This is an optimization exercise on Yosys and OpenROAD, whose aim is small area and a short achievable clock period, not a production implementation.
The RTL was checked by simulation tests, not by an equivalence proof against the original design.
Power is estimated from default activity; no workload was simulated.

===== flow/design.v =====
module leaf_stream_fifo #(
  parameter int WIDTH = 32
) (
  input  logic             clk,
  input  logic             ap_rst_n,
  input  logic             flush,
  input  logic [WIDTH-1:0] wr_data,
  input  logic             wr_valid,
  output logic             wr_ready,
  output logic [WIDTH-1:0] rd_data,
  output logic             rd_valid,
  input  logic             rd_ready,
  output logic [4:0]       level,
  output logic             pop,
  output logic             valid_next
);
  logic [4:0]       count;
  logic             vld_q;     
  logic             two_q;     
  logic             rdy_q;     
  logic [3:0]       wp, rp;    
  logic [WIDTH-1:0] head;
  logic [WIDTH-1:0] store [1:15];
  logic             push;
  logic             ld_in;
  logic             ld_st;
  logic             st_we;
  logic [4:0]       count_d;
  logic [WIDTH-1:0] st_out;
  logic [WIDTH-1:0] head_d;
  assign wr_ready = rdy_q & ~flush;
  assign rd_valid = vld_q;
  assign rd_data  = head;
  assign level    = count;
  assign push  = wr_valid & rdy_q & ~flush;
  assign pop   = vld_q & rd_ready & ~flush;
  assign ld_in = push & (~vld_q | (~two_q & pop));
  assign ld_st = pop & two_q;
  assign st_we = push & ~ld_in;
  always_comb begin
    st_out = '0;
    for (int k = 1; k < 16; k++) begin
      st_out = st_out | ({WIDTH{rp == 4'(k)}} & store[k]);
    end
  end
  assign head_d = two_q ? st_out : wr_data;
  always_comb begin
    count_d = count;
    if (flush)            count_d = '0;
    else if (push & ~pop) count_d = count + 5'd1;
    else if (pop & ~push) count_d = count - 5'd1;
  end
  assign valid_next = (count_d != 5'd0);
  logic [3:0] wp_nx, rp_nx;
  assign wp_nx = {wp[2:0], wp[3] ^ wp[2]};
  assign rp_nx = {rp[2:0], rp[3] ^ rp[2]};
  always_ff @(posedge clk) begin
    if (ld_in | ld_st) head <= head_d;
  end
  for (genvar k = 1; k < 16; k++) begin : g_row
    always_ff @(posedge clk) begin
      if (st_we && wp == 4'(k)) store[k] <= wr_data;
    end
  end
  always_ff @(posedge clk or negedge ap_rst_n) begin
    if (!ap_rst_n) begin
      count <= '0;
      vld_q <= 1'b0;
      two_q <= 1'b0;
      rdy_q <= 1'b0;
      wp    <= 4'd1;
      rp    <= 4'd1;
    end else begin
      count <= count_d;
      vld_q <= (count_d != 5'd0);
      two_q <= (count_d > 5'd1);
      rdy_q <= (count_d != 5'd16);
      if (flush) begin
        wp <= 4'd1;
        rp <= 4'd1;
      end else begin
        if (st_we) wp <= wp_nx;
        if (ld_st) rp <= rp_nx;
      end
    end
  end
endmodule
module leaf_stream_bridge #(
  parameter int NUM_IN_PORTS  = 2,
  parameter int NUM_OUT_PORTS = 2,
  parameter int PAYLOAD_BITS  = 32,
  parameter int FIFO_DEPTH    = 16,
  parameter int CNT_BITS      = $clog2(FIFO_DEPTH) + 1
) (
  input  logic                              clk,
  input  logic                              ap_rst_n,
  input  logic                              flush,
  input  logic [15:0]                       frame_len,
  input  logic [NUM_IN_PORTS*PAYLOAD_BITS-1:0]  dout_leaf_interface2user,
  input  logic [NUM_IN_PORTS-1:0]               vld_interface2user,
  output logic [NUM_IN_PORTS-1:0]               ack_user2interface,
  output logic [NUM_OUT_PORTS*PAYLOAD_BITS-1:0] din_leaf_user2interface,
  output logic [NUM_OUT_PORTS-1:0]              vld_user2interface,
  input  logic [NUM_OUT_PORTS-1:0]              ack_interface2user,
  output logic [NUM_IN_PORTS*PAYLOAD_BITS-1:0]  Input_TDATA,
  output logic [NUM_IN_PORTS-1:0]               Input_TVALID,
  output logic [NUM_IN_PORTS-1:0]               Input_TLAST,
  input  logic [NUM_IN_PORTS-1:0]               Input_TREADY,
  input  logic [NUM_OUT_PORTS*PAYLOAD_BITS-1:0] Output_TDATA,
  input  logic [NUM_OUT_PORTS-1:0]              Output_TVALID,
  output logic [NUM_OUT_PORTS-1:0]              Output_TREADY,
  output logic [NUM_IN_PORTS*CNT_BITS-1:0]  in_level,
  output logic [NUM_OUT_PORTS*CNT_BITS-1:0] out_level
);
  for (genvar i = 0; i < NUM_IN_PORTS; i++) begin : g_in
    logic        pop;
    logic        valid_next;
    logic        tlast;
    logic [15:0] wnext;
    logic [15:0] wnext_d;
    logic        tl_en;
    leaf_stream_fifo #(
      .WIDTH (PAYLOAD_BITS)
    ) u_fifo (
      .clk        (clk),
      .ap_rst_n   (ap_rst_n),
      .flush      (flush),
      .wr_data    (dout_leaf_interface2user[i*PAYLOAD_BITS +: PAYLOAD_BITS]),
      .wr_valid   (vld_interface2user[i]),
      .wr_ready   (ack_user2interface[i]),
      .rd_data    (Input_TDATA[i*PAYLOAD_BITS +: PAYLOAD_BITS]),
      .rd_valid   (Input_TVALID[i]),
      .rd_ready   (Input_TREADY[i]),
      .level      (in_level[i*CNT_BITS +: CNT_BITS]),
      .pop        (pop),
      .valid_next (valid_next)
    );
    assign tlast = tl_en & (frame_len == wnext);
    assign Input_TLAST[i] = tlast;
    always_comb begin
      wnext_d = wnext;
      if (flush)    wnext_d = 16'd1;
      else if (pop) wnext_d = tlast ? 16'd1 : wnext + 16'd1;
    end
    always_ff @(posedge clk or negedge ap_rst_n) begin
      if (!ap_rst_n) begin
        wnext <= 16'd1;
        tl_en <= 1'b0;
      end else begin
        wnext <= wnext_d;
        tl_en <= valid_next & (wnext_d != 16'd0);
      end
    end
  end
  for (genvar j = 0; j < NUM_OUT_PORTS; j++) begin : g_out
    logic pop;
    logic valid_next;
    leaf_stream_fifo #(
      .WIDTH (PAYLOAD_BITS)
    ) u_fifo (
      .clk        (clk),
      .ap_rst_n   (ap_rst_n),
      .flush      (flush),
      .wr_data    (Output_TDATA[j*PAYLOAD_BITS +: PAYLOAD_BITS]),
      .wr_valid   (Output_TVALID[j]),
      .wr_ready   (Output_TREADY[j]),
      .rd_data    (din_leaf_user2interface[j*PAYLOAD_BITS +: PAYLOAD_BITS]),
      .rd_valid   (vld_user2interface[j]),
      .rd_ready   (ack_interface2user[j]),
      .level      (out_level[j*CNT_BITS +: CNT_BITS]),
      .pop        (pop),
      .valid_next (valid_next)
    );
  end
endmodule

===== flow/run.sh =====
#!/bin/bash
# synth_recipe.tcl (not shown) runs the flow's synth.tcl, then flattens the netlist and writes it again
# the make line also repeats each setting of config.mk as NAME=value (left out here)
make -C /OpenROAD-flow-scripts/flow DESIGN_CONFIG=/design/flow/config.mk WORK_HOME=/design/flow/orfs CLKGATE_MAP_FILE= SYNTH_SCRIPT=/design/flow/synth_recipe.tcl finish

===== flow/config.mk =====
export PLATFORM = sky130hd
export DESIGN_NAME = leaf_stream_bridge
export DESIGN_NICKNAME = leaf_stream_bridge
export VERILOG_FILES = /design/flow/design.v
export SDC_FILE = /design/flow/constraint.sdc
export NUM_CORES = 4
export LEC_CHECK = 0
export CAP_MARGIN = 20
export CORE_MARGIN = 2
export CORE_UTILIZATION = 40
export SLEW_MARGIN = 20

===== flow/constraint.sdc =====
create_clock -name core_clock -period 4.5 [get_ports {clk}]
set_input_delay 0.9000 -clock core_clock [delete_from_list [all_inputs] [get_ports {clk}]]
set_output_delay 0.9000 -clock core_clock [all_outputs]
set_load 0.01 [all_outputs]

==> results.yml, run 1 <==
cts:
  cts_resized: 0
  htree_levels: 4
  cts_tree: "yes"
  cts-root-buf: "clkbuf_16"
  cts_made_buffers: 213
  clock-sinks: 2146
  worstSkewPairLatency_ns: 0.87
  clock_path_buffers: 3
  path_clk_slew_ns: 0.06
  cts_setup_buffers: 0
  hold_buffers: 0
sta:
  finalCriticalPeriod_ns: 3.85
  fin_ws_ns: 0.650
  skew_ns: 0.0338
  max_freq_mhz: 260
  setup_viol: 0
  worstMarginPinSlew_ns: 1.12
  fin_tns_setup_ns: 0
  relSlewSlack: 0.251
  finalHoldViolations: 0
  fin_crit_sh: 0.856
  drv_slew: 0
  rsz0062_at_grt: "no"
  holdWs_ns: 0.121
finish:
  fill_cells: 17200
  design_area_mm2: 0.0971
  area_growth_pct: 18.2
  final_nets: 5585
  instances_no_fill: 8266
  drive_above_1_share: 0.136
critical_path:
  worstSetupEndpointType: "primary output"
  crit_path_cell_trace: "xor2_1 -> nor4_1 -> nand2_1 -> nor4_1 -> clkdlybuf4s50_1"
  cp_max_fo: 10
  cp_top_family: "simple AND/OR/NAND/NOR gates"
  cp.required_ns: 3.60
  worstSetupStartpointType: "flip-flop"
  crit_slowest_cell: "clkdlybuf4s50_1"
  path_class: "flip-flop to primary output"
  arrival_ns: 2.95
  critPathBufInv: 1
  slowest_delay_ns: 0.59
  cp_common_cell: "nor4_1"
die:
  core_area_mm2: 0.204
  dieArea_mm2: 0.209
  die_h_um: 457
  ios: 313
  start_util: 0.402
  fp-row-count: 166
  dieWidth_um: 457
synth:
  ys_ff_latch: 2146
  yosysSeqAreaShare: 0.779
  synth.avg_cell_area_um2: 16.7
  ys_warn_count: 3
  syn_nets: 5121
  synth_flop_cell: "edfxtp_1"
  synthTopCellsByArea: "edfxtp_1 (75%), a22oi_1 (2.7%), dfrtp_1 (2.7%)"
  ys_async_sr_fraction: 0.0457
  syn_area_mm2: 0.0821
  ys_types: 83
  postSynthCellCount: 4924
  synth_enable_flop_cells: 2048
  yosys.area.top_type_share: 0.749
  synth_area_leader_cell: "edfxtp_1"
route:
  routed_wl_um: 244000
  vias: 49400
  wire_per_inst_um: 29.6
  vias_per_cell: 5.97
  ant_nets: 0
  drc: 0
  drt_pass1_iterations: 6
  drt-initial-drc-count: 6203
global_route:
  grt_pass1_vias: 48100
  grt_max_degree: 66
  grt-ovfl-total: 0
  grt_pass1_wl_um: 349000
  track_usage: 0.229
  antenna_found_initial: 22
flow_run:
  drv_cap: 0
power_and_ir_drop:
  ir_worst_vdd_uv: 412
  p_leak_uw: 0.0311
  power.density_mw_per_mm2: 481
placement:
  place_ws_ns: 0.522
  place_congestion: 0.817
  placed_area_mm2: 0.0900
  port_buffers: 312
  post-place-cells: 7861
  dpl.hpwl_um: 145000
status:
  outcome: "finished clean"
hold_path:
  hold_path.class: "primary input to asynchronous set/reset pin"
## state kept, by name (all words and copies together) (netlist names), 8 cells and up
signal and cells:
g_in.u_fifo.store 960, g_out.u_fifo.store 960, g_in.u_fifo.head 64, g_out.u_fifo.head 64, g_in.wnext 32, g_in.u_fifo.count 10, g_out.u_fifo.count 10, g_in.u_fifo.rp 8
g_in.u_fifo.wp 8, g_out.u_fifo.rp 8, g_out.u_fifo.wp 8
## through the flow
step / total power, uW / utilization
final: 46700 / 0.475
after CTS: 47000 / 0.475
after detailed placement: 29300 / 0.441
after global placement: 29200 / 0.440
after floorplan: 26300 / -
after global routing: 48100 / 0.475
## per-layer routing
| metal | up-vias | routed length (um) | global-route usage |
|---|---|---|---|
| li1 | 20900 | - | - |
| met2 | 2453 | 119000 | 0.379 |
| met1 | 25600 | 97500 | 0.307 |
| met4 | 14 | 7300 | 0.0734 |
| met3 | 393 | 20100 | 0.0386 |
| met5 | - | 83 | 0 |
## kinds of logic (layout without fill, tap and decap cells)
logic type	count (synthesis)	after routing	synth area share
flip-flops	2146	2146	0.779
adder cells (fa/ha/maj)	43	43	0.00652
multiplexers	145	145	0.0193
AND/OR/NAND/NOR	999	999	0.0586
other	0	9	0
XOR/XNOR	73	73	0.00779
buffers and inverters	357	1002	0.0185
AO/OA/AOI/OAI	1161	1161	0.110
## final timing paths
kind                                            from                       to  slack [ns]  cells after the start
worst max register to register  g_in[0].u_fifo.rp[2]  g_in[0].u_fifo.head[10]        1.06                      8
worst min register to register  g_in[0].u_fifo.wp[3]     g_in[0].u_fifo.wp[3]        0.58                      2
worst max-delay path                g_in[0].wnext[7]           Input_TLAST[0]        0.65                      5
worst min-delay path                        ap_rst_n  g_in[1].u_fifo.count[2]        0.12                      1
min in group core_clock                        flush    g_out[1].u_fifo.rp[2]        0.47                      2
max in group asynchronous                   ap_rst_n     g_in[0].u_fifo.wp[0]        3.44                      2
## cell type report
| class | instances | area (um^2) | share of cell area |
|---|---|---|---|
| timing repair buffer | 566 | 5320 | 0.0548 |
| clock inverter | 133 | 1370 | 0.0141 |
| sequential | 2146 | 64000 | 0.659 |
| tap | 2688 | 3360 | 0.0346 |
| clock buffer | 263 | 5650 | 0.0582 |
| antenna | 9 | 22.5 | 0.000232 |
| inverter | 40 | 150 | 0.00155 |
| multi-input combinational | 2421 | 17200 | 0.177 |
## layout by cell type, fill, tap and decap left out, types with 43 or more instances in the layout
| cell | count |
|---|---|
| nand4_1 | 51 |
| mux2i_1 | 73 |
| and2_1 | 49 |
| clkdlybuf4s50_1 | 309 |
| a221oi_1 | 151 |
| nand3_1 | 142 |
| a41oi_1 | 43 |
| clkbuf_16 | 218 |
| buf_4 | 233 |
| nand2_1 | 309 |
| a21oi_1 | 112 |
| clkinv_1 | 46 |
| nor2_1 | 190 |
| nor2_4 | 48 |
| a222oi_1 | 94 |
| o21ai_0 | 100 |
| a22oi_1 | 296 |
| a22o_1 | 146 |
| edfxtp_1 | 2048 |
| dfrtp_1 | 80 |
| mux2_2 | 68 |
## synth_stat cells (68+ instances only)
cell / instances
nor2_1: 245
a22oi_1: 296
clkbuf_1: 201
o21ai_0: 100
a21oi_1: 114
nand2_1: 309
a222oi_1: 94
buf_2: 76
dfrtp_1: 88
edfxtp_1: 2048
a22o_1: 146
mux2_2: 68
nand3_1: 142
a221oi_1: 153
mux2i_1: 73
## where the power goes
| group | switching (uW) | internal [uW] | total, uW |
|---|---|---|---|
| Combinational | 3480 | 2140 | 5610 |
| Clock | 7630 | 10200 | 17900 |
| Sequential | 516 | 22700 | 23200 |
| Total | 11600 | 35100 | 46700 |
==> run 2, diff against run 1 <==
--- a/flow/config.mk
+++ b/flow/config.mk
@@ -10,2 +10,3 @@
 export CORE_UTILIZATION = 40
+export SETUP_SLACK_MARGIN = 2.0
 export SLEW_MARGIN = 20
==> results.yml, run 2 <==
status:
  outcome: "finished clean"
die:
  dieWidth_um: 457
  core_area_mm2: 0.204
  start_util: 0.402
  fp-row-count: 166
  die_h_um: 457
  dieArea_mm2: 0.209
  ios: 313
synth:
  syn_area_mm2: 0.0821
  ys_types: 83
  syn_nets: 5121
  synth_most_common_cell: "edfxtp_1"
  ys_async_sr_fraction: 0.0457
  postSynthCellCount: 4924
  ys_warn_count: 3
  synthTopCellsByArea: "edfxtp_1 (75%), a22oi_1 (2.7%), dfrtp_1 (2.7%)"
  synth.avg_cell_area_um2: 16.7
  synth_area_leader_cell: "edfxtp_1"
  yosysSeqAreaShare: 0.779
  ys_top_cells_by_count: "edfxtp_1 (2048), nand2_1 (309), a22oi_1 (296)"
  synth_flop_cell: "edfxtp_1"
  ys_ff_latch: 2146
  yosys.area.top_type_share: 0.749
  synth_enable_flop_cells: 2048
cts:
  htree_levels: 4
  cts_made_buffers: 215
  hold_buffers: 0
  worstSkewPairLatency_ns: 0.88
  cts_tree: "yes"
  clock_path_buffers: 3
  cts-root-buf: "clkbuf_16"
  path_clk_slew_ns: 0.06
  clock-sinks: 2146
critical_path:
  cp.required_ns: 3.60
  path_class: "primary input to primary output"
  rrSetupSlack_ns: 1.51
  worst-path-stages: 7
  worst_r2r_path_depth: 15
  timing.rr.end: "g_in[0].wnext[14]"
  slowest_delay_ns: 0.47
  cp_top_family: "buffers and inverters"
  worstSetupStartpointType: "primary input"
  arrival_ns: 2.58
  crit_slowest_cell: "clkdlybuf4s50_1"
  critPathBufInv: 3
  cp_max_fo: 2
  worstSetupEndpointType: "primary output"
  rr_startpoint: "g_in[0].wnext[5]"
  crit_path_cell_trace: "clkdlybuf4s50_1 -> xor2_1 -> nor4_2 -> nand2_2 -> nor4_4 -> buf_6 -> buf_6"
  cp_common_cell: "buf_6"
global_route:
  grt_pass1_wl_um: 348000
  grt-ovfl-total: 0
  antenna_found_initial: 19
  grt_max_degree: 67
  track_usage: 0.227
  grt_pass1_vias: 49000
sta:
  relSlewSlack: 0.406
  fin_ws_ns: 1.02
  max_freq_mhz: 288
  skew_ns: 0.0481
  setup_viol: 0
  finalCriticalPeriod_ns: 3.48
  worstMarginPinSlew_ns: 0.891
  fin_tns_setup_ns: 0
  finalHoldViolations: 0
  drv_slew: 0
  rsz0062_at_grt: "yes"
  fin_crit_sh: 0.772
flow_run:
  drv_cap: 0
placement:
  placed_area_mm2: 0.0901
  place_ws_ns: 0.639
  dpl.hpwl_um: 137000
  place_congestion: 0.830
  port_buffers: 312
finish:
  area_growth_pct: 22.1
  fill_cells: 17000
  drive_above_1_share: 0.201
  mostFrequentLayoutCell: "edfxtp_1"
  multi_input_area_mm2: 0.0184
  design_area_mm2: 0.100
  final_nets: 5720
  mostFrequentLayoutCells: "edfxtp_1 (2048), a22oi_1 (294), nand2_1 (292)"
  reg_top3: "g_in.u_fifo.store (960), g_out.u_fifo.store (960)"
  register_area_mm2: 0.0640
route:
  wire_per_inst_um: 29.1
  drt-initial-drc-count: 6350
  drc: 0
  drt_pass1_iterations: 7
  ant_nets: 0
  vias: 50100
  routed_wl_um: 244000
  vias_per_cell: 5.96
power_and_ir_drop:
  pwr-share-comb: 0.129
  total_power_uw: 47300
  ir_worst_vdd_uv: 393
  p_switching_uw: 11900
  power.density_mw_per_mm2: 472
  p_leak_uw: 0.0327
  p_sw_frac: 0.252
  p_int_uw: 35400
  clock_power_share: 0.384
  seqPwrFrac: 0.487
hold_path:
  hold_path.class: "primary input to asynchronous set/reset pin"
-- run 2: per-layer routing --
| metal | global-route usage | part of all wire | wire length, um |
|---|---|---|---|
| met1 | 0.311 | 0.40 | 98300 |
| met2 | 0.370 | 0.48 | 118000 |
| met3 | 0.0352 | 0.081 | 19900 |
| met4 | 0.0786 | 0.031 | 7690 |
| met5 | 0 | 0.00021 | 51 |
-- run 2: final cells by class --
class                      instances  share of cell area
antenna                            8            0.000200
clock buffer                     258              0.0555
clock inverter                   142              0.0161
inverter                          40             0.00160
multi-input combinational       2421               0.184
sequential                      2146               0.639
tap                             2688              0.0335
timing repair buffer             699              0.0707
-- run 2: power groups by stage --
stage               registers, uW  clock network (uW)  logic [uW]
finish                      23000               18200        6110
global route                23100               19200        6490
CTS                         23000               18400        5950
detailed placement          23500                   0        5630
global placement            23500                   0        5600
floorplan                   23500                   0        2870
-- run 2: timing repair --
| action | in CTS | in global routing |
|---|---|---|
| resized for setup | 585 | 174 |
| setup buffers | 93 | 58 |
| pin swaps | 38 | 77 |
| endpoints found under the setup margin | 932 | 508 |
| cloned | 2 | 4 |
-- run 2: worst max-delay path by stage --
stage          slack (ns)         startpoint                           end
6_report             1.02       frame_len[1]                Input_TLAST[1]
3_3_place_gp         0.44       frame_len[2]                Input_TLAST[0]
4_1_cts              0.93  g_in[1].wnext[13]                Input_TLAST[1]
5_1_grt              0.91  g_in[1].wnext[13]                Input_TLAST[1]
3_5_place_dp         0.64      frame_len[10]                Input_TLAST[1]
2_1_floorplan        1.51              flush  g_out[0].u_fifo.store[12][0]
-- run 2: kinds of logic after synthesis --
kind of cell	after synthesis	synth area share
flip-flops	2146	0.779
AO/OA/AOI/OAI	1161	0.110
AND/OR/NAND/NOR	999	0.0586
buffers and inverters	357	0.0185
multiplexers	145	0.0193
XOR/XNOR	73	0.00779
adder cells (fa/ha/maj)	43	0.00652
-- run 2: worst register-to-register path, delay by kind of cell (launching register included) --
| kind | cells | cell delay (ns) |
|---|---|---|
| compound gates | 1 | 0.25 |
| buf+inv | 9 | 1.07 |
| simple gates | 4 | 0.88 |
| flops | 1 | 0.47 |
| xor+xnor | 1 | 0.17 |
-- run 2: stage by stage --
stage	hold WS, ns	utilization	instances
after floorplan	0.531	-	4924
after global placement	0.559	0.441	7837
after CTS	0.0918	0.484	8332
after detailed placement	0.570	0.441	7837
after global routing	0.127	0.491	8400
final	0.0864	0.491	8402
==> run 3, diff against run 2 <==
--- a/flow/design.v
+++ b/flow/design.v
@@ -121,2 +121,3 @@
     logic        tl_en;
+    logic        wnz_d;
     leaf_stream_fifo #(
@@ -139,2 +140,3 @@
     assign Input_TLAST[i] = tlast;
+    assign wnz_d = flush | (pop ? (tlast | ~(&wnext)) : (|wnext));
     always_comb begin
@@ -150,3 +152,3 @@
         wnext <= wnext_d;
-        tl_en <= valid_next & (wnext_d != 16'd0);
+        tl_en <= valid_next & wnz_d;
       end
--- a/flow/config.mk
+++ b/flow/config.mk
@@ -9,4 +9,4 @@
 export CORE_MARGIN = 2
-export CORE_UTILIZATION = 40
-export SETUP_SLACK_MARGIN = 2.0
+export CORE_UTILIZATION = 60
+export SETUP_SLACK_MARGIN = 2.2
 export SLEW_MARGIN = 20
==> results.yml, run 3 <==
die:
  start_util: 0.606
  ios: 313
  dieWidth_um: 374
  die_h_um: 374
  dieArea_mm2: 0.140
  core_area_mm2: 0.136
  fp-row-count: 135
finish:
  mostFrequentLayoutCells: "edfxtp_1 (2048), buf_4 (438), nand2_1 (304)"
  drive_above_1_share: 0.304
  area_growth_pct: 27.4
  instances_no_fill: 7916
  mostFrequentLayoutCell: "edfxtp_1"
  final_nets: 6144
  reg_top3: "g_in.u_fifo.store (960), g_out.u_fifo.store (960)"
  utilization: 0.772
  design_area_mm2: 0.105
synth:
  synth.avg_cell_area_um2: 16.6
  ys_top_cells_by_count: "edfxtp_1 (2048), nand2_1 (326), a22oi_1 (257)"
  ys_warn_count: 3
  postSynthCellCount: 4958
  yosys.area.top_type_share: 0.748
  synthTopCellsByArea: "edfxtp_1 (75%), dfrtp_1 (2.7%), a22oi_1 (2.3%)"
  ys_async_sr_fraction: 0.0457
  ys_types: 88
  synth_most_common_cell: "edfxtp_1"
  synth_flop_cell: "edfxtp_1"
  synth_enable_flop_cells: 2048
  ys_ff_latch: 2146
  yosysSeqAreaShare: 0.777
  syn_nets: 5157
  syn_area_mm2: 0.0823
  synth_area_leader_cell: "edfxtp_1"
sta:
  fin_ws_ns: 1.18
  fin_tns_setup_ns: 0
  drv_slew: 0
  max_freq_mhz: 301
  fin_crit_sh: 0.738
  setup_viol: 0
  skew_ns: 0.0225
  relSlewSlack: 0.415
  finalHoldViolations: 0
  finalCriticalPeriod_ns: 3.32
  rsz0062_at_grt: "yes"
  worstMarginPinSlew_ns: 0.875
global_route:
  track_usage: 0.357
  antenna_found_initial: 10
  grt_pass1_wl_um: 361000
  grt_pass1_vias: 51100
  grt_max_degree: 71
  grt-ovfl-total: 0
cts:
  worstSkewPairLatency_ns: 0.85
  cts_made_buffers: 209
  clock-sinks: 2146
  path_clk_slew_ns: 0.06
  htree_levels: 4
  cts_tree: "yes"
  clock_path_buffers: 3
  cts-root-buf: "clkbuf_16"
critical_path:
  path_class: "primary input to primary output"
  worstSetupStartpointType: "primary input"
  arrival_ns: 2.42
  worstSetupEndpointType: "primary output"
  cp_max_fo: 2
  cp.required_ns: 3.60
power_and_ir_drop:
  p_sw_frac: 0.260
  p_switching_uw: 12600
  p_leak_uw: 0.0357
  pwr-share-comb: 0.170
  seqPwrFrac: 0.478
  power.density_mw_per_mm2: 463
  clock_power_share: 0.352
  ir_worst_vdd_uv: 432
  p_int_uw: 35900
flow_run:
  drv_cap: 0
route:
  routed_wl_um: 257000
  vias_per_cell: 6.79
  ant_nets: 0
  drt_pass1_iterations: 9
  drt-initial-drc-count: 7931
  wire_per_inst_um: 32.4
  vias: 53800
  drc: 0
status:
  outcome: "finished clean"
placement:
  dpl.hpwl_um: 134000
  post-place-cells: 6940
  place_congestion: 0.847
  port_buffers: 312
  placed_area_mm2: 0.0888
  place_ws_ns: 0.588
hold_path:
  hold_path.class: "primary input to asynchronous set/reset pin"
run 3: changes by cell type in the layout (fill, tap and decap cells not counted), moves of 34 or more:
| cell | previous run | this run |
|---|---|---|
| a21oi_2 | 9 | 43 |
| a221oi_1 | 118 | 45 |
| a221oi_2 | 33 | 73 |
| a22oi_1 | 294 | 211 |
| a22oi_2 | 2 | 46 |
| buf_12 | 60 | 123 |
| buf_2 | 12 | 129 |
| buf_4 | 256 | 438 |
| buf_6 | 64 | 171 |
| buf_8 | 11 | 51 |
| clkdlybuf4s15_1 | 78 | 0 |
| dlygate4sd2_1 | 58 | 12 |
run 3: power by group through the flow:
stage          logic (uW)  clock network, uW  registers [uW]
2_1_floorplan        3140                  0           23700
3_3_place_gp         6000                  0           23700
3_5_place_dp         6050                  0           23700
4_1_cts              7530              17100           23200
5_1_grt              8600              17900           23300
6_report             8250              17100           23200
run 3: worst paths after layout:
check / startpoint / endpoint / slack (ns) / depth (start not counted)
worst max-delay path: frame_len[14] / Input_TLAST[1] / 1.18 / 6
min in group core_clock: flush / g_in[0].u_fifo.count[0] / 0.44 / 2
worst max register to register: g_in[0].u_fifo.rp[0] / g_in[0].u_fifo.head[23] / 1.95 / 9
worst min register to register: g_in[0].wnext[0] / g_in[0].wnext[0] / 0.57 / 2
max in group asynchronous: ap_rst_n / g_in[1].wnext[0] / 3.43 / 2
worst min-delay path: ap_rst_n / g_in[0].wnext[13] / 0.12 / 1
run 3: what timing repair did:
item / 4_1_cts / 5_1_grt
endpoints found under the hold margin: 0 / 0
setup buffers: 397 / 140
resized for setup: 1411 / 333
gates cloned: 30 / 8
hold buffers: 0 / 0
setup endpoints to repair: 2111 / 1194
pin swaps: 282 / 256
run 3: kinds of logic after synthesis:
| group | synth area share |
|---|---|
| flip-flops | 0.777 |
| AO/OA/AOI/OAI | 0.112 |
| AND/OR/NAND/NOR | 0.0582 |
| buffers and inverters | 0.0200 |
| multiplexers | 0.0209 |
| adder cells (fa/ha/maj) | 0.00669 |
| XOR/XNOR | 0.00458 |
run 3: layout make-up:
cell class | count | area [um^2]
inverter | 44 | 168
timing repair buffer | 1108 | 11900
antenna | 5 | 12.5
fill | 7710 | 31000
multi-input combinational | 2436 | 19900
sequential | 2146 | 64000
clock buffer | 277 | 5680
tap | 1781 | 2230
clock inverter | 119 | 970
run 3: critical path, stage by stage:
cell	delay, ns
clkdlybuf4s50_1	0.46
xor2_1	0.19
nor4_2	0.25
nand2_1	0.14
nor4_2	0.30
buf_2	0.18
run 3: per-layer routing:
| layer | part of all wire | wire (um) | GRT usage | up-vias |
|---|---|---|---|---|
| li1 | - | - | - | 22100 |
| met1 | 0.37 | 96200 | 0.501 | 27200 |
| met2 | 0.47 | 121000 | 0.556 | 3838 |
| met3 | 0.11 | 29200 | 0.0719 | 600 |
| met4 | 0.042 | 10700 | 0.145 | 10 |
| met5 | 0.00026 | 68 | 0 | - |
run 3: metrics by stage:
step                hold WS, ns  power, uW
finish                    0.121      48500
global route              0.168      49800
CTS                       0.111      47800
detailed placement        0.563      29800
global placement          0.543      29700
floorplan                 0.510      26800
==> run 4, diff against run 3 <==
--- a/flow/config.mk
+++ b/flow/config.mk
@@ -9,3 +9,4 @@
 export CORE_MARGIN = 2
-export CORE_UTILIZATION = 60
+export CORE_UTILIZATION = 72
+export PLACE_DENSITY = 0.82
 export SETUP_SLACK_MARGIN = 2.2
==> results.yml, run 4 <==
status:
  outcome: "finished clean"
global_route:
  grt_pass1_wl_um: 400000
  track_usage: 0.478
  antenna_found_initial: 27
  grt-ovfl-total: 0
  grt_max_degree: 75
  grt_pass1_vias: 58500
route:
  drt-initial-drc-count: 15100
  ant_nets: 0
  routed_wl_um: 333000
  wire_per_inst_um: 43.4
  drc: 0
  vias_per_cell: 8.32
  drt_pass1_iterations: 10
  vias: 63800
cts:
  worstSkewPairLatency_ns: 0.87
  path_clk_slew_ns: 0.07
  htree_levels: 4
  cts_tree: "yes"
  cts_made_buffers: 198
  clock-sinks: 2146
  cts-root-buf: "clkbuf_16"
  clock_path_buffers: 3
  hold_buffers: 0
sta:
  rsz0062_at_grt: "yes"
  skew_ns: 0.0407
  relSlewSlack: 0.0372
  fin_tns_setup_ns: 0
  max_freq_mhz: 286
  finalHoldViolations: 0
  drv_slew: 0
  fin_crit_sh: 0.777
  worstMarginPinSlew_ns: 1.44
  setup_viol: 0
  holdWs_ns: 0.192
  finalCriticalPeriod_ns: 3.50
power_and_ir_drop:
  ir_worst_vdd_uv: 548
  p_leak_uw: 0.0359
  power.density_mw_per_mm2: 475
finish:
  area_growth_pct: 27.8
  design_area_mm2: 0.105
  mostFrequentLayoutCell: "edfxtp_1"
  final_nets: 6167
  reg_top3: "g_in.u_fifo.store (960), g_out.u_fifo.store (960)"
  utilization: 0.923
  instances_no_fill: 7670
  fill_cells: 2834
  mostFrequentLayoutCells: "edfxtp_1 (2048), buf_4 (451), nand2_1 (295)"
  drive_above_1_share: 0.322
placement:
  post-place-cells: 6666
  dpl.hpwl_um: 127000
  place_congestion: 0.880
  placed_area_mm2: 0.0883
  port_buffers: 312
synth:
  postSynthCellCount: 4958
  synth_flop_cell: "edfxtp_1"
  yosys.area.top_type_share: 0.748
  synth.avg_cell_area_um2: 16.6
  synth_area_leader_cell: "edfxtp_1"
  ys_types: 88
  synth_most_common_cell: "edfxtp_1"
  ys_warn_count: 3
  synthTopCellsByArea: "edfxtp_1 (75%), dfrtp_1 (2.7%), a22oi_1 (2.3%)"
  ys_top_cells_by_count: "edfxtp_1 (2048), nand2_1 (326), a22oi_1 (257)"
  syn_nets: 5157
  ys_ff_latch: 2146
  syn_area_mm2: 0.0823
  yosysSeqAreaShare: 0.777
  ys_async_sr_fraction: 0.0457
  synth_enable_flop_cells: 2048
critical_path:
  cp.required_ns: 3.60
  cp_max_fo: 7
  worstSetupStartpointType: "flip-flop"
  worstSetupEndpointType: "primary output"
  arrival_ns: 2.60
  path_class: "flip-flop to primary output"
die:
  core_area_mm2: 0.114
  ios: 313
  fp-row-count: 124
  die_h_um: 342
  start_util: 0.722
  dieWidth_um: 342
  dieArea_mm2: 0.117
hold_path:
  hold_path.class: "primary input to asynchronous set/reset pin"
flow_run:
  drv_cap: 0
## run 4: cell count changes in the layout (fill, tap and decap cells not counted), sizes merged
cell | before | now
clkinvlp | 9 | 6
bufbuf | 14 | 10
buf | 935 | 963
and2 | 49 | 51
diode | 5 | 19
dlygate4sd2 | 12 | 14
clkdlybuf4s50 | 134 | 133
clkinv | 90 | 94
inv | 51 | 49
dlymetal6s2s | 6 | 5
clkbuf | 284 | 268
## run 4: repair_timing
item,in CTS,in global routing
pin swaps,281,306
gates resized for setup,1501,446
endpoints found under the setup margin,2276,1967
buffers inserted,372,209
cloned,21,12
## run 4: power by group
| group | switching, uW | internal (uW) |
|---|---|---|
| Clock | 8320 | 9090 |
| Combinational | 5790 | 3380 |
| Sequential | 521 | 22800 |
## run 4: kinds of logic (layout without fill, tap and decap cells)
kind of cell             after synthesis  after routing  synth area share
multiplexers                         161            161            0.0209
other                                  0             19                 0
XOR/XNOR                              43             43           0.00458
adder cells (fa/ha/maj)               44             44           0.00669
AO/OA/AOI/OAI                       1188           1188             0.112
flip-flops                          2146           2146             0.777
buffers and inverters                377           1555            0.0200
AND/OR/NAND/NOR                      999           1002            0.0582
## run 4: critical path: stages (launching register included)
cell and delay, ns:
dfrtp_2 0.47, xor2_1 0.18, nor4_2 0.35, nand2_1 0.18, nor4_4 0.34, buf_2 0.20
## run 4: path summary, 6_finish.rpt
path	start	end	slack, ns	depth (start not counted)
max in group asynchronous	ap_rst_n	g_out[0].u_fifo.two_q	3.20	2
max	g_in[1].wnext[5]	Input_TLAST[1]	1.00	5
min in group core_clock	flush	g_in[1].u_fifo.wp[1]	0.37	2
min reg2reg	g_out[1].u_fifo.store[5][22]	g_out[1].u_fifo.head[22]	0.63	2
min	ap_rst_n	g_in[0].wnext[5]	0.19	1
max reg2reg	g_in[1].wnext[4]	g_in[1].wnext[2]	1.14	15
## run 4: per-layer routing
layer,track usage,up-vias,routed length [um]
li1,-,22100,-
met1,0.606,29200,90300
met2,0.727,9242,142000
met3,0.149,3160,63200
met4,0.303,28,37400
met5,0,-,174
## run 4: cell type report
cell class	count	area, um^2	area share
clock inverters	118	1020	0.00973
flip-flops and latches	2146	64000	0.609
repair buffers	1140	12100	0.115
inverters	44	176	0.00168
diodes	19	47.5	0.000452
clock buffers	253	5280	0.0502
well taps	1512	1890	0.0180
multi-input cells	2438	20600	0.196
## run 4: per-stage QoR
stage,setup WS [ns],power (uW)
5_1_grt,0.958,50100
2_1_floorplan,1.26,26800
3_3_place_gp,0.685,29500
3_5_place_dp,0.661,29700
4_1_cts,1.27,46900
6_report,1.00,49900
==> run 5, diff against run 4 <==
==> flow/flow/run.sh (new file) <==
#!/bin/bash
set -euo pipefail
cd "$(dirname "$0")/.."
export IO_CONSTRAINTS="$PWD/flow/io.tcl"
export BUFFER_PORTS_ARGS="-buffer_cell sky130_fd_sc_hd__buf_2"
bash standard.sh > standard_flow.log 2>&1
==> flow/flow/io.tcl (new file) <==
set_io_pin_constraint -group -order -pin_names {frame_len[0] frame_len[1] frame_len[2] frame_len[3] frame_len[4] frame_len[5] frame_len[6] frame_len[7] Input_TLAST[0] Input_TLAST[1] ack_user2interface[0] flush ack_user2interface[1] Output_TREADY[0] Output_TREADY[1] frame_len[8] frame_len[9] frame_len[10] frame_len[11] frame_len[12] frame_len[13] frame_len[14] frame_len[15]}
==> flow/standard.sh (new file) <==
#!/bin/bash
# synth_recipe.tcl (not shown) runs the flow's synth.tcl, then flattens the netlist and writes it again
# the make line also repeats each setting of config.mk as NAME=value (left out here)
make -C /OpenROAD-flow-scripts/flow DESIGN_CONFIG=/design/flow/config.mk WORK_HOME=/design/flow/orfs CLKGATE_MAP_FILE= SYNTH_SCRIPT=/design/flow/synth_recipe.tcl "${@:-finish}"
--- a/flow/config.mk
+++ b/flow/config.mk
@@ -9,5 +9,4 @@
 export CORE_MARGIN = 2
-export CORE_UTILIZATION = 72
-export PLACE_DENSITY = 0.82
-export SETUP_SLACK_MARGIN = 2.2
+export CORE_UTILIZATION = 60
+export SETUP_SLACK_MARGIN = 1.7
 export SLEW_MARGIN = 20
removed: flow/run.sh
==> results.yml, run 5 <==
global_route:
  antenna_found_initial: 17
  track_usage: 0.331
  grt_pass1_wl_um: 337000
  grt-ovfl-total: 0
  grt_pass1_vias: 48200
  grt_max_degree: 93
sta:
  finalHoldViolations: 0
  relSlewSlack: 0.353
  fin_ws_ns: 1.23
  finalCriticalPeriod_ns: 3.27
  holdWs_ns: 0.0647
  skew_ns: 0.0419
  worstMarginPinSlew_ns: 0.971
  fin_crit_sh: 0.726
  drv_slew: 0
  fin_tns_setup_ns: 0
  rsz0062_at_grt: "yes"
  max_freq_mhz: 306
  setup_viol: 0
finish:
  mostFrequentLayoutCells: "edfxtp_1 (2048), nand2_1 (317), buf_2 (308)"
  design_area_mm2: 0.0949
  final_nets: 5638
  reg_top3: "g_in.u_fifo.store (960), g_out.u_fifo.store (960)"
  mostFrequentLayoutCell: "edfxtp_1"
  area_growth_pct: 15.4
  fill_cells: 8986
  instances_no_fill: 7393
  drive_above_1_share: 0.206
synth:
  synthTopCellsByArea: "edfxtp_1 (75%), dfrtp_1 (2.7%), a22oi_1 (2.3%)"
  synth.avg_cell_area_um2: 16.6
  syn_nets: 5157
  postSynthCellCount: 4958
  synth_enable_flop_cells: 2048
  ys_ff_latch: 2146
  synth_area_leader_cell: "edfxtp_1"
  syn_area_mm2: 0.0823
  synth_most_common_cell: "edfxtp_1"
  yosysSeqAreaShare: 0.777
  yosys.area.top_type_share: 0.748
  ys_top_cells_by_count: "edfxtp_1 (2048), nand2_1 (326), a22oi_1 (257)"
  synth_flop_cell: "edfxtp_1"
  ys_types: 88
  ys_async_sr_fraction: 0.0457
  ys_warn_count: 3
cts:
  htree_levels: 4
  path_clk_slew_ns: 0.06
  worstSkewPairLatency_ns: 0.85
  cts_made_buffers: 210
  clock_path_buffers: 3
  cts_tree: "yes"
  hold_buffers: 0
  cts-root-buf: "clkbuf_16"
  clock-sinks: 2146
die:
  fp-row-count: 135
  dieArea_mm2: 0.140
  dieWidth_um: 374
  start_util: 0.606
  ios: 313
  die_h_um: 374
  core_area_mm2: 0.136
critical_path:
  arrival_ns: 2.37
  slowest_delay_ns: 0.46
  worst_r2r_path_depth: 15
  worstSetupEndpointType: "primary output"
  cp.required_ns: 3.60
  cp_max_fo: 6
  worstSetupStartpointType: "flip-flop"
  crit_slowest_cell: "dfrtp_1"
  path_class: "flip-flop to primary output"
  crit_path_cell_trace: "xor2_1 -> nor4_2 -> nand2_1 -> nor4_1 -> buf_2"
route:
  drt_pass1_iterations: 8
  vias: 50200
  ant_nets: 0
  vias_per_cell: 6.79
  drt-initial-drc-count: 7369
  wire_per_inst_um: 31.8
  drc: 0
  routed_wl_um: 235000
flow_run:
  drv_cap: 0
placement:
  dpl.hpwl_um: 138000
  place_congestion: 0.858
  placed_area_mm2: 0.0872
  place_ws_ns: 0.873
  post-place-cells: 6931
  port_buffers: 312
power_and_ir_drop:
  p_leak_uw: 0.0315
  ir_worst_vdd_uv: 410
  power.density_mw_per_mm2: 486
hold_path:
  hold_path.class: "primary input to asynchronous set/reset pin"
status:
  outcome: "finished clean"
==> run 5: cell counts after synthesis <==
No cell type changed its count.
==> run 5: metal layers <==
metal  GRT usage  up-vias  routed length, um
met5           0        -                126
met4       0.103       20               6530
met3      0.0680      413              25000
met2       0.507     3004             109000
met1       0.483    25700              94100
li1            -    21100                  -
==> run 5: what timing repair did <==
action	CTS	global route
buffers inserted	40	35
pin swaps	15	15
cloned	1	1
gates resized for setup	101	48
endpoints found under the setup margin	312	307
==> run 5: power by group <==
| part | switching, uW | leakage (uW) | internal, uW | total (uW) |
|---|---|---|---|---|
| Clock | 7270 | 0.00319 | 9580 | 16900 |
| Sequential | 591 | 0.0197 | 22800 | 23400 |
| Combinational | 3870 | 0.00865 | 2020 | 5880 |
==> run 5: critical path: cells and delay by family (launching register included) <==
family,cells,cell delay (ns)
buffers and inverters,1,0.20
flip-flops,1,0.46
XOR/XNOR,1,0.18
AND/OR/NAND/NOR,3,0.72
==> run 5: path summary, 6_finish.rpt <==
kind | startpoint | slack [ns] | to
max | g_in[1].wnext[15] | 1.23 | Input_TLAST[1]
min | ap_rst_n | 0.06 | g_in[0].wnext[5]
max reg2reg | g_in[0].wnext[15] | 1.38 | g_in[0].wnext[7]
min reg2reg | g_in[0].wnext[2] | 0.55 | g_in[0].wnext[2]
max in group asynchronous | ap_rst_n | 3.52 | g_out[0].u_fifo.rp[0]
min in group core_clock | Output_TDATA[22] | 0.43 | g_out[0].u_fifo.store[6][22]
==> run 5: stage by stage <==
| step | total power [uW] | util |
|---|---|---|
| floorplan | 26800 | - |
| global placement | 29300 | 0.642 |
| detailed placement | 29300 | 0.642 |
| CTS | 46200 | 0.695 |
| global route | 47500 | 0.699 |
| finish | 46100 | 0.699 |
==> run 5: logic make-up (layout without fill, tap and decap cells) <==
| kind of cell | count (synthesis) | count (layout) | synth area share |
|---|---|---|---|
| AO/OA/AOI/OAI | 1188 | 1188 | 0.112 |
| XOR/XNOR | 43 | 43 | 0.00458 |
| adder cells (fa/ha/maj) | 44 | 44 | 0.00669 |
| buffers and inverters | 377 | 1025 | 0.0200 |
| flip-flops | 2146 | 2146 | 0.777 |
| multiplexers | 161 | 161 | 0.0209 |
| other | 0 | 5 | 0 |
| AND/OR/NAND/NOR | 999 | 1000 | 0.0582 |
==> run 5: cell type report <==
| type | count | area, um^2 | area share |
|---|---|---|---|
| flip-flops and latches | 2146 | 64000 | 0.674 |
| multi-input cells | 2436 | 17700 | 0.186 |
| clock buffers | 262 | 5490 | 0.0579 |
| repair buffers | 601 | 4290 | 0.0452 |
| well taps | 1781 | 2230 | 0.0235 |
| clock inverters | 118 | 1050 | 0.0110 |
| inverters | 44 | 165 | 0.00174 |
| diodes | 5 | 12.5 | 0.000132 |
==> run 6, diff against run 5 <==
--- a/flow/design.v
+++ b/flow/design.v
@@ -6,2 +6,3 @@
   input  logic             flush,
+  input  logic             clr,         
   input  logic [WIDTH-1:0] wr_data,
@@ -18,4 +19,4 @@
   logic             vld_q;     
+  logic             rdy_q;     
   logic             two_q;     
-  logic             rdy_q;     
   logic [3:0]       wp, rp;    
@@ -30,2 +31,3 @@
   logic [WIDTH-1:0] head_d;
+  logic [3:0]       wp_nx, rp_nx;
   assign wr_ready = rdy_q & ~flush;
@@ -53,3 +55,2 @@
   assign valid_next = (count_d != 5'd0);
-  logic [3:0] wp_nx, rp_nx;
   assign wp_nx = {wp[2:0], wp[3] ^ wp[2]};
@@ -68,4 +69,12 @@
       vld_q <= 1'b0;
+      rdy_q <= 1'b0;
+    end else begin
+      count <= count_d;
+      vld_q <= (count_d != 5'd0);
+      rdy_q <= (count_d != 5'd16);
+    end
+  end
+  always_ff @(posedge clk) begin
+    if (clr) begin
       two_q <= 1'b0;
-      rdy_q <= 1'b0;
       wp    <= 4'd1;
@@ -73,13 +82,5 @@
     end else begin
-      count <= count_d;
-      vld_q <= (count_d != 5'd0);
       two_q <= (count_d > 5'd1);
-      rdy_q <= (count_d != 5'd16);
-      if (flush) begin
-        wp <= 4'd1;
-        rp <= 4'd1;
-      end else begin
-        if (st_we) wp <= wp_nx;
-        if (ld_st) rp <= rp_nx;
-      end
+      if (st_we) wp <= wp_nx;
+      if (ld_st) rp <= rp_nx;
     end
@@ -114,2 +115,12 @@
 );
+  logic rst_done;
+  logic clr;
+  always_ff @(posedge clk or negedge ap_rst_n) begin
+    if (!ap_rst_n) begin
+      rst_done <= 1'b0;
+    end else begin
+      rst_done <= 1'b1;
+    end
+  end
+  assign clr = flush | ~rst_done;
   for (genvar i = 0; i < NUM_IN_PORTS; i++) begin : g_in
@@ -120,4 +131,8 @@
     logic [15:0] wnext_d;
-    logic        tl_en;
     logic        wnz_d;
+    logic        en_d;
+    logic [15:1] cmp_n;
+    logic        cmp0_hi;
+    logic        cmp0_lo;
+    logic        match0;
     leaf_stream_fifo #(
@@ -128,2 +143,3 @@
       .flush      (flush),
+      .clr        (clr),
       .wr_data    (dout_leaf_interface2user[i*PAYLOAD_BITS +: PAYLOAD_BITS]),
@@ -138,9 +154,15 @@
     );
-    assign tlast = tl_en & (frame_len == wnext);
+    assign match0 = frame_len[0] ? cmp0_hi : cmp0_lo;
+    assign tlast  = match0 & ((frame_len[15:1] ^ cmp_n) == 15'h7fff);
     assign Input_TLAST[i] = tlast;
-    assign wnz_d = flush | (pop ? (tlast | ~(&wnext)) : (|wnext));
     always_comb begin
       wnext_d = wnext;
-      if (flush)    wnext_d = 16'd1;
+      if (clr)      wnext_d = 16'd1;
       else if (pop) wnext_d = tlast ? 16'd1 : wnext + 16'd1;
+    end
+    assign wnz_d = clr | (pop ? (tlast | ~(&wnext)) : (|wnext));
+    assign en_d  = valid_next & wnz_d;
+    always_ff @(posedge clk) begin
+      wnext <= wnext_d;
+      cmp_n <= ~wnext_d[15:1];
     end
@@ -148,7 +170,7 @@
       if (!ap_rst_n) begin
-        wnext <= 16'd1;
-        tl_en <= 1'b0;
+        cmp0_hi <= 1'b0;
+        cmp0_lo <= 1'b0;
       end else begin
-        wnext <= wnext_d;
-        tl_en <= valid_next & wnz_d;
+        cmp0_hi <= en_d & wnext_d[0];
+        cmp0_lo <= en_d & ~wnext_d[0];
       end
@@ -165,2 +187,3 @@
       .flush      (flush),
+      .clr        (clr),
       .wr_data    (Output_TDATA[j*PAYLOAD_BITS +: PAYLOAD_BITS]),
--- a/flow/config.mk
+++ b/flow/config.mk
@@ -10,3 +10,3 @@
 export CORE_UTILIZATION = 60
-export SETUP_SLACK_MARGIN = 1.7
+export SETUP_SLACK_MARGIN = 1.8
 export SLEW_MARGIN = 20
==> results.yml, run 6 <==
status:
  outcome: "finished clean"
route:
  vias_per_cell: 6.69
  ant_nets: 0
  vias: 49400
  drt_pass1_iterations: 8
  drc: 0
  drt-initial-drc-count: 6443
  wire_per_inst_um: 31.4
  routed_wl_um: 232000
power_and_ir_drop:
  p_leak_uw: 0.0310
  p_switching_uw: 9290
  power.density_mw_per_mm2: 445
  clock_power_share: 0.399
  p_sw_frac: 0.220
  p_int_uw: 32900
  ir_worst_vdd_uv: 409
  pwr-share-comb: 0.059
  seqPwrFrac: 0.542
global_route:
  grt_max_degree: 71
  antenna_found_initial: 25
  grt_pass1_wl_um: 331000
  grt-ovfl-total: 0
  track_usage: 0.326
  grt_pass1_vias: 47600
synth:
  synthTopCellsByArea: "edfxtp_1 (75%), a22oi_1 (2.6%), dfxtp_1 (2.4%)"
  synth_area_leader_cell: "edfxtp_1"
  synth_flop_cell: "edfxtp_1"
  yosysSeqAreaShare: 0.781
  ys_top_cells_by_count: "edfxtp_1 (2048), nand2_1 (311), a22oi_1 (286)"
  yosys.area.top_type_share: 0.747
  syn_nets: 5166
  postSynthCellCount: 4967
  ys_warn_count: 3
  synth.avg_cell_area_um2: 16.6
  syn_area_mm2: 0.0823
  ys_async_sr_fraction: 0.0151
  ys_ff_latch: 2179
  ys_types: 92
  synth_most_common_cell: "edfxtp_1"
  synth_enable_flop_cells: 2048
critical_path:
  path_class: "flip-flop to primary output"
  cp_max_fo: 2
  crit_slowest_cell: "dfrtp_2"
  worstSetupEndpointType: "primary output"
  arrival_ns: 2.01
  worstSetupStartpointType: "flip-flop"
  crit_path_cell_trace: "mux2i_1 -> nor4_1 -> nand4_1 -> inv_2 -> buf_6"
  slowest_delay_ns: 0.46
  cp.required_ns: 3.60
  cp_top_family: "flip-flops"
  critPathBufInv: 2
die:
  dieWidth_um: 374
  dieArea_mm2: 0.140
  ios: 313
  die_h_um: 374
  core_area_mm2: 0.136
  start_util: 0.606
  fp-row-count: 135
finish:
  fill_cells: 9022
  final_nets: 5618
  multi_input_area_mm2: 0.0175
  reg_top3: "g_in.u_fifo.store (960), g_out.u_fifo.store (960)"
  register_area_mm2: 0.0643
  mostFrequentLayoutCell: "edfxtp_1"
  drive_above_1_share: 0.199
  area_growth_pct: 15.1
  mostFrequentLayoutCells: "edfxtp_1 (2048), buf_2 (309), nand2_1 (299)"
sta:
  fin_ws_ns: 1.59
  worstMarginPinSlew_ns: 0.974
  fin_crit_sh: 0.648
  max_freq_mhz: 343
  rsz0062_at_grt: "yes"
  finalHoldViolations: 0
  skew_ns: 0.0168
  relSlewSlack: 0.350
  fin_tns_setup_ns: 0
  setup_viol: 0
  finalCriticalPeriod_ns: 2.91
  drv_slew: 0
hold_path:
  hold_path.class: "primary input to asynchronous set/reset pin"
placement:
  place_congestion: 0.877
  dpl.hpwl_um: 134000
  place_ws_ns: 0.962
  port_buffers: 312
cts:
  cts-root-buf: "clkbuf_16"
  htree_levels: 4
  path_clk_slew_ns: 0.06
  cts_tree: "yes"
  clock_path_buffers: 3
  cts_made_buffers: 209
  hold_buffers: 0
  clock-sinks: 2179
  worstSkewPairLatency_ns: 0.83
flow_run:
  drv_cap: 0
run 6: cell count changes in the layout (fill, tap and decap cells not counted), sizes merged, moves of 25 or more:
cell	change
inv	+29
xnor2	+25
dfrtp	-55
a21oi	-31
buf	-38
dfxtp	+98
mux2i	-27
a22oi	+29
run 6: through the flow:
stage                util  total power, uW  cell area, um^2  hold WS [ns]  std cells
global placement    0.643            25700            87300         0.488       6950
global route        0.698            43300            94800         0.192       7378
floorplan               -            24500            82900         0.469       4967
finish              0.698            42200            94800         0.159       7385
CTS                 0.694            42300            94200         0.138       7345
detailed placement  0.643            25700            87300         0.494       6950
run 6: cells by family (layout without fill, tap and decap cells):
kind of cell / count (synthesis) / after routing / share of synthesized area
AO/OA/AOI/OAI: 1167 / 1167 / 0.111
XOR/XNOR: 67 / 67 / 0.00729
adder cells (fa/ha/maj): 45 / 45 / 0.00681
buffers and inverters: 393 / 1016 / 0.0199
flip-flops: 2179 / 2179 / 0.781
multiplexers: 135 / 135 / 0.0181
other: 1 / 15 / 0.0000455
AND/OR/NAND/NOR: 980 / 980 / 0.0562
run 6: worst reg2reg max path, stage by stage (launching register included):
cell and delay (ns):
dfxtp_1 0.37, inv_1 0.10, ha_4 0.29, buf_4 0.28, and2_1 0.29, a22o_1 0.23, a221o_1 0.28, a221oi_1 0.26
a31oi_2 0.22
run 6: repair_timing:
item / CTS / global route
pin swaps: 8 / 14
buffers inserted: 13 / 23
gates resized for setup: 89 / 55
setup endpoints to repair: 661 / 331
cloned: 0 / 3
run 6: path summary, 6_finish.rpt:
kind                                 startpoint                      endpoint  slack, ns  depth (start not counted)
max                             g_in[0].cmp0_hi                Input_TLAST[0]       1.59                          5
min                                    ap_rst_n      g_out[0].u_fifo.count[4]       0.16                          1
max reg2reg                g_in[1].u_fifo.rp[3]        g_in[1].u_fifo.head[8]       1.85                          8
min reg2reg                g_in[1].u_fifo.rp[3]          g_in[1].u_fifo.rp[3]       0.50                          2
max in group asynchronous              ap_rst_n               g_in[0].cmp0_lo       3.77                          1
min in group core_clock        Output_TDATA[27]  g_out[0].u_fifo.store[9][27]       0.45                          1
run 6: power by group through the flow:
stage               Clock (uW)  Combinational, uW  Sequential [uW]
finish                   16800               2480            22900
global route             17700               2670            22900
CTS                      17000               2440            22900
detailed placement           0               2410            23300
global placement             0               2380            23300
floorplan                    0               1180            23300
run 6: cell type report:
| class | count | area share |
|---|---|---|
| sequential | 2179 | 0.679 |
| multi-input combinational | 2395 | 0.184 |
| clock buffer | 268 | 0.0585 |
| timing repair buffer | 564 | 0.0417 |
| tap | 1781 | 0.0235 |
| clock inverter | 114 | 0.0101 |
| inverter | 70 | 0.00277 |
| antenna | 14 | 0.000370 |
run 6: metal layers:
metal / vias up / track usage / part of all wire
met2: 2819 / 0.503 / 0.47
met3: 361 / 0.0710 / 0.11
met5: - / 0 / 0.00042
li1: 21000 / - / -
met1: 25200 / 0.474 / 0.40
met4: 16 / 0.0932 / 0.024
==> run 7, diff against run 6 <==
--- a/flow/design.v
+++ b/flow/design.v
@@ -21,5 +21,4 @@
   logic             two_q;     
-  logic [3:0]       wp, rp;    
   logic [WIDTH-1:0] head;
-  logic [WIDTH-1:0] store [1:15];
+  logic [WIDTH-1:0] store [15];
   logic             push;
@@ -31,3 +30,2 @@
   logic [WIDTH-1:0] head_d;
-  logic [3:0]       wp_nx, rp_nx;
   assign wr_ready = rdy_q & ~flush;
@@ -43,4 +41,4 @@
     st_out = '0;
-    for (int k = 1; k < 16; k++) begin
-      st_out = st_out | ({WIDTH{rp == 4'(k)}} & store[k]);
+    for (int k = 0; k < 15; k++) begin
+      st_out = st_out | ({WIDTH{count == 5'(k + 2)}} & store[k]);
     end
@@ -55,4 +53,2 @@
   assign valid_next = (count_d != 5'd0);
-  assign wp_nx = {wp[2:0], wp[3] ^ wp[2]};
-  assign rp_nx = {rp[2:0], rp[3] ^ rp[2]};
   always_ff @(posedge clk) begin
@@ -60,5 +56,8 @@
   end
-  for (genvar k = 1; k < 16; k++) begin : g_row
+  always_ff @(posedge clk) begin
+    if (st_we) store[0] <= wr_data;
+  end
+  for (genvar k = 1; k < 15; k++) begin : g_row
     always_ff @(posedge clk) begin
-      if (st_we && wp == 4'(k)) store[k] <= wr_data;
+      if (st_we) store[k] <= store[k-1];
     end
@@ -79,8 +78,4 @@
       two_q <= 1'b0;
-      wp    <= 4'd1;
-      rp    <= 4'd1;
     end else begin
       two_q <= (count_d > 5'd1);
-      if (st_we) wp <= wp_nx;
-      if (ld_st) rp <= rp_nx;
     end
==> results.yml, run 7 <==
route:
  drt-initial-drc-count: 6513
  drc: 0
  ant_nets: 0
  vias: 45500
  vias_per_cell: 6.56
  wire_per_inst_um: 28.8
  routed_wl_um: 200000
  drt_pass1_iterations: 9
critical_path:
  crit_path_start: "g_in[0].cmp_n[11]"
  worstSetupStartpointType: "flip-flop"
  timing.rr.end: "g_in[0].wnext[1]"
  crit_path_cell_trace: "xnor2_2 -> nor4_2 -> nand2_1 -> nor3_2 -> buf_2"
  worstSetupEndpointType: "primary output"
  slowest_delay_ns: 0.34
  arrival_ns: 2.03
  cp_max_fo: 2
  worst_r2r_path_depth: 16
  cp.required_ns: 3.60
  crit_slowest_cell: "dfxtp_2"
  path_class: "flip-flop to primary output"
  rrSetupSlack_ns: 1.70
  rr_startpoint: "g_in[0].cmp_n[11]"
placement:
  placed_area_mm2: 0.0836
  place_congestion: 0.894
  dpl.hpwl_um: 117000
  port_buffers: 312
sta:
  skew_ns: 0.0226
  max_freq_mhz: 341
  drv_slew: 0
  relSlewSlack: 0.294
  worstMarginPinSlew_ns: 1.06
  rsz0062_at_grt: "yes"
  finalCriticalPeriod_ns: 2.93
  fin_crit_sh: 0.652
  holdWs_ns: 0.206
  setup_viol: 0
  fin_tns_setup_ns: 0
  finalHoldViolations: 0
synth:
  synth_flop_cell: "edfxtp_1"
  synth_area_leader_cell: "edfxtp_1"
  postSynthCellCount: 4547
  ys_top_cells_by_count: "edfxtp_1 (2048), nand2_1 (344), a22oi_1 (316)"
  yosysSeqAreaShare: 0.804
  syn_area_mm2: 0.0792
  yosys.area.top_type_share: 0.777
  synth.avg_cell_area_um2: 17.4
  ys_types: 83
  ys_async_sr_fraction: 0.0154
  ys_warn_count: 3
  synthTopCellsByArea: "edfxtp_1 (78%), a22oi_1 (3.0%), a221oi_1 (1.8%)"
  synth_most_common_cell: "edfxtp_1"
  synth_enable_flop_cells: 2048
  syn_nets: 4730
  ys_ff_latch: 2147
cts:
  path_clk_slew_ns: 0.07
  htree_levels: 4
  clock-sinks: 2147
  cts_made_buffers: 207
  clock_path_buffers: 3
  hold_buffers: 0
  cts_tree: "yes"
  worstSkewPairLatency_ns: 0.80
  cts-root-buf: "clkbuf_16"
power_and_ir_drop:
  p_switching_uw: 11800
  p_int_uw: 35000
  p_sw_frac: 0.252
  pwr-share-comb: 0.110
  seqPwrFrac: 0.534
  power.density_mw_per_mm2: 515
  p_leak_uw: 0.0293
  ir_worst_vdd_uv: 399
  clock_power_share: 0.356
global_route:
  grt.met3_usage: 0.0708
  grt_use_met1: 0.436
  track_usage: 0.291
  met2_usage: 0.428
  grt_max_degree: 146
  gr-max-usage-layer: "met1"
  grt-ovfl-total: 0
  antenna_found_initial: 21
  grt_pass1_vias: 44700
  grt_pass1_wl_um: 291000
flow_run:
  drv_cap: 0
die:
  fp-row-count: 133
  start_util: 0.603
  die_h_um: 367
  core_area_mm2: 0.131
  dieWidth_um: 367
  ios: 313
  dieArea_mm2: 0.135
finish:
  utilization: 0.692
  mostFrequentLayoutCell: "edfxtp_1"
  fill_cells: 8639
  reg_top3: "g_in.u_fifo.store (960), g_out.u_fifo.store (960)"
  drive_above_1_share: 0.186
  mostFrequentLayoutCells: "edfxtp_1 (2048), nand2_1 (340), a22oi_1 (315)"
  final_nets: 5188
  area_growth_pct: 14.8
  design_area_mm2: 0.0909
status:
  outcome: "finished clean"
hold_path:
  hold_path.class: "primary input to asynchronous set/reset pin"
-- run 7: cell type report --
type                            instances  area, um^2  share of cell area
Timing Repair Buffer                  503        3520              0.0387
Clock buffer                          260        5520              0.0607
Antenna cell                            9        22.5            0.000248
Multi-Input combinational cell       2109       14900               0.164
Inverter                               37         145             0.00160
Tap cell                             1755        2200              0.0242
Clock inverter                        117         923              0.0102
Sequential cell                      2147       63700               0.701
-- run 7: per-stage QoR --
step                      std cells  total power, uW  worst slack, ns
final                          6937            46800             1.57
after global routing           6935            48400             1.47
after CTS                      6911            47000             1.53
after detailed placement       6513            30300             1.11
after global placement         6512            30300             1.15
after floorplan                4547            28600           -12.36
-- run 7: power by group through the flow --
stage / Combinational (uW) / Sequential (uW) / Clock, uW
after CTS: 5040 / 25000 / 16900
after floorplan: 2960 / 25600 / 0
final: 5150 / 25000 / 16700
after detailed placement: 4930 / 25400 / 0
after global routing: 5530 / 25200 / 17700
after global placement: 4890 / 25400 / 0
-- run 7: worst max path at each step --
| stage | endpoint | slack, ns | cells after the start |
|---|---|---|---|
| floorplan | g_out[0].u_fifo.store[0][0] | -12.36 | 4 |
| global placement | g_out[1].u_fifo.rdy_q | 1.15 | 7 |
| detailed placement | g_out[1].u_fifo.rdy_q | 1.11 | 7 |
| CTS | Input_TLAST[0] | 1.53 | 5 |
| global route | Input_TLAST[0] | 1.47 | 5 |
| finish | Input_TLAST[0] | 1.57 | 5 |
-- run 7: what timing repair did --
action | in CTS | in global routing
endpoints found under the setup margin | 141 | 110
setup buffers | 21 | 13
gates cloned | 0 | 4
hold endpoints to repair | 0 | 0
pin swaps | 8 | 20
gates resized for setup | 64 | 96
-- run 7: kinds of logic after synthesis --
family | share of synthesized area
buffers and inverters | 0.0163
XOR/XNOR | 0.00758
AO/OA/AOI/OAI | 0.102
flip-flops | 0.804
other | 0.0000474
AND/OR/NAND/NOR | 0.0554
multiplexers | 0.0103
adder cells (fa/ha/maj) | 0.00455
-- run 7: layer usage --
metal,part of all wire,up-vias,wire length (um)
li1,-,19500,-
met1,0.42,23100,83200
met2,0.45,2509,90100
met3,0.11,335,21200
met4,0.027,16,5360
met5,0.00051,-,101
-- run 7: critical path, delay by kind of cell (launching register included) --
kind	cells	cell delay (ns)
xor gates and xnor gates	1	0.14
buffers and inverters	1	0.16
DFF	1	0.34
and+or+nand+nor	3	0.59
==> run 8, diff against run 7 <==
--- a/flow/config.mk
+++ b/flow/config.mk
@@ -10,2 +10,4 @@
 export CORE_UTILIZATION = 60
+export CTS_CLUSTER_DIAMETER = 70
+export CTS_CLUSTER_SIZE = 25
 export SETUP_SLACK_MARGIN = 1.8
==> results.yml, run 8 <==
power_and_ir_drop:
  p_leak_uw: 0.0283
  p_sw_frac: 0.262
  clock_power_share: 0.306
  ir_worst_vdd_uv: 401
  pwr-share-comb: 0.118
  p_int_uw: 32000
  power.density_mw_per_mm2: 488
  seqPwrFrac: 0.576
  p_switching_uw: 11400
cts:
  hold_buffers: 0
  clock_path_buffers: 3
  cts_tree: "yes"
  cts_made_buffers: 133
  cts-root-buf: "clkbuf_16"
  clock-sinks: 2147
  htree_levels: 4
  path_clk_slew_ns: 0.10
  worstSkewPairLatency_ns: 0.79
critical_path:
  crit_slowest_cell: "dfxtp_2"
  cp_max_fo: 2
  path_class: "flip-flop to primary output"
  worstSetupEndpointType: "primary output"
  worstSetupStartpointType: "flip-flop"
  arrival_ns: 2.11
  crit_path_cell_trace: "xnor2_2 -> nor4_2 -> nand2_1 -> nor3_2 -> buf_2"
  slowest_delay_ns: 0.35
  cp.required_ns: 3.60
synth:
  synth_most_common_cell: "edfxtp_1"
  yosys.area.top_type_share: 0.777
  ys_async_sr_fraction: 0.0154
  ys_ff_latch: 2147
  synth.avg_cell_area_um2: 17.4
  synth_area_leader_cell: "edfxtp_1"
  syn_nets: 4730
  syn_area_mm2: 0.0792
  synth_compound_area_frac: 0.102
  synth_enable_flop_cells: 2048
  postSynthCellCount: 4547
  synth_xor_area_frac: 0.00758
  synthMuxAreaShare: 0.0103
  ys_types: 83
  synth_fa_ha_area_frac: 0.00455
  synth_top_family_by_area: "compound AO/OA/AOI/OAI gates"
  synthTopCellsByArea: "edfxtp_1 (78%), a22oi_1 (3.0%), a221oi_1 (1.8%)"
  yosys.area_share.simple: 0.0554
  yosysSeqAreaShare: 0.804
  ys_warn_count: 3
  ys_top_cells_by_count: "edfxtp_1 (2048), nand2_1 (344), a22oi_1 (316)"
  synth_flop_cell: "edfxtp_1"
sta:
  drv_slew: 0
  relSlewSlack: 0.304
  max_freq_mhz: 332
  finalHoldViolations: 0
  finalCriticalPeriod_ns: 3.01
  fin_tns_setup_ns: 0
  setup_viol: 0
  fin_crit_sh: 0.669
  skew_ns: 0.0314
  rsz0062_at_grt: "yes"
  worstMarginPinSlew_ns: 1.04
finish:
  design_area_mm2: 0.0889
  reg_top3: "g_in.u_fifo.store (960), g_out.u_fifo.store (960)"
  mostFrequentLayoutCells: "edfxtp_1 (2048), nand2_1 (340), a22oi_1 (315)"
  area_growth_pct: 12.3
  drive_above_1_share: 0.180
  instances_no_fill: 6796
  mostFrequentLayoutCell: "edfxtp_1"
  final_nets: 5113
die:
  core_area_mm2: 0.131
  dieArea_mm2: 0.135
  ios: 313
  fp-row-count: 133
  start_util: 0.603
  die_h_um: 367
  dieWidth_um: 367
route:
  ant_nets: 0
  vias_per_cell: 6.65
  drc: 0
  vias: 45200
  drt_pass1_iterations: 7
  wire_per_inst_um: 29.1
  drt-initial-drc-count: 6543
  routed_wl_um: 198000
global_route:
  grt_max_degree: 146
  grt-ovfl-total: 0
  grt_pass1_vias: 43800
  track_usage: 0.288
  grt_pass1_wl_um: 289000
  antenna_found_initial: 21
hold_path:
  hold_path.class: "primary input to asynchronous set/reset pin"
placement:
  place_congestion: 0.894
  dpl.hpwl_um: 117000
  post-place-cells: 6513
  placed_area_mm2: 0.0836
  port_buffers: 312
flow_run:
  drv_cap: 0
status:
  outcome: "finished clean"
run 8: cell types whose count changed in the layout (fill, tap and decap cells not counted), sizes merged:
| cell | change |
|---|---|
| buf | -1 |
| bufinv | -7 |
| clkbuf | -107 |
| clkinv | -60 |
| clkinvlp | +7 |
| diode | -2 |
| inv | +29 |
run 8: per-stage QoR:
step           worst slack (ns)  power (uW)   util  hold slack (ns)
3_5_place_dp               1.11       30300  0.637            0.432
3_3_place_gp               1.15       30300  0.637            0.427
4_1_cts                    1.54       43500  0.674            0.216
5_1_grt                    1.35       44900  0.677            0.255
2_1_floorplan            -12.36       28600      -            0.420
6_report                   1.49       43400  0.677            0.220
run 8: power by group through the flow:
stage               Combinational [uW]  Sequential (uW)  Clock (uW)
floorplan                         2960            25600           0
global placement                  4890            25400           0
detailed placement                4930            25400           0
CTS                               5050            25000       13500
global route                      5520            25100       14200
finish                            5140            25000       13300
run 8: worst max-delay path: cells and delay by family (launching register included):
| family | cells | cell delay (ns) |
|---|---|---|
| DFF | 1 | 0.35 |
| buffers and inverters | 1 | 0.17 |
| and+or+nand+nor | 3 | 0.67 |
| xor gates and xnor gates | 1 | 0.14 |
run 8: kinds of logic (layout without fill, tap and decap cells):
family	after synthesis	in the layout
buffers and inverters	293	778
adders and majority gates	29	29
xor gates and xnor gates	67	67
DFF	2147	2147
AOI/OAI and AO/OA	1019	1019
and+or+nand+nor	910	912
muxes	81	81
other	1	8
run 8: final cells by class:
type	count	area, um^2
flip-flops and latches	2147	63700
fillers	8790	42400
multi-input cells	2109	14800
clock buffers	153	3640
repair buffers	502	3510
well taps	1755	2200
clock inverters	86	875
inverters	37	145
diodes	7	17.5
run 8: layer usage:
metal / up-vias / GRT usage / routed length [um]
met5: - / 0 / 66
met4: 10 / 0.0803 / 4800
met3: 308 / 0.0530 / 19000
met2: 2345 / 0.430 / 90400
met1: 23200 / 0.442 / 83700
li1: 19300 / - / -
run 8: timing repair:
| action | CTS | global route |
|---|---|---|
| cloned | 0 | 4 |
| pin swaps | 9 | 11 |
| endpoints found under the hold margin | 0 | 0 |
| setup buffers | 21 | 12 |
| setup endpoints to repair | 139 | 115 |
| resized for setup | 64 | 84 |
run 8: final timing paths:
kind / from / endpoint / slack, ns / cells past startpoint
max: g_in[0].cmp_n[11] / Input_TLAST[0] / 1.49 / 5
min: ap_rst_n / g_in[0].cmp0_lo / 0.22 / 1
min in group core_clock: Output_TDATA[0] / g_out[0].u_fifo.store[0][0] / 0.30 / 1
min reg2reg: g_out[1].u_fifo.store[10][3] / g_out[1].u_fifo.store[11][3] / 0.44 / 0
max in group asynchronous: ap_rst_n / g_out[0].u_fifo.count[3] / 3.61 / 1
max reg2reg: g_in[0].cmp_n[11] / g_in[0].wnext[1] / 1.53 / 17

Check on run 8: ideal ports give 1.488 ns setup slack; a clkbuf_16 on the clock port and buf_2 on the inputs give 1.408 ns; moving port delays by the midpoint clock arrival (0.849 ns) as well gives 0.841 ns.
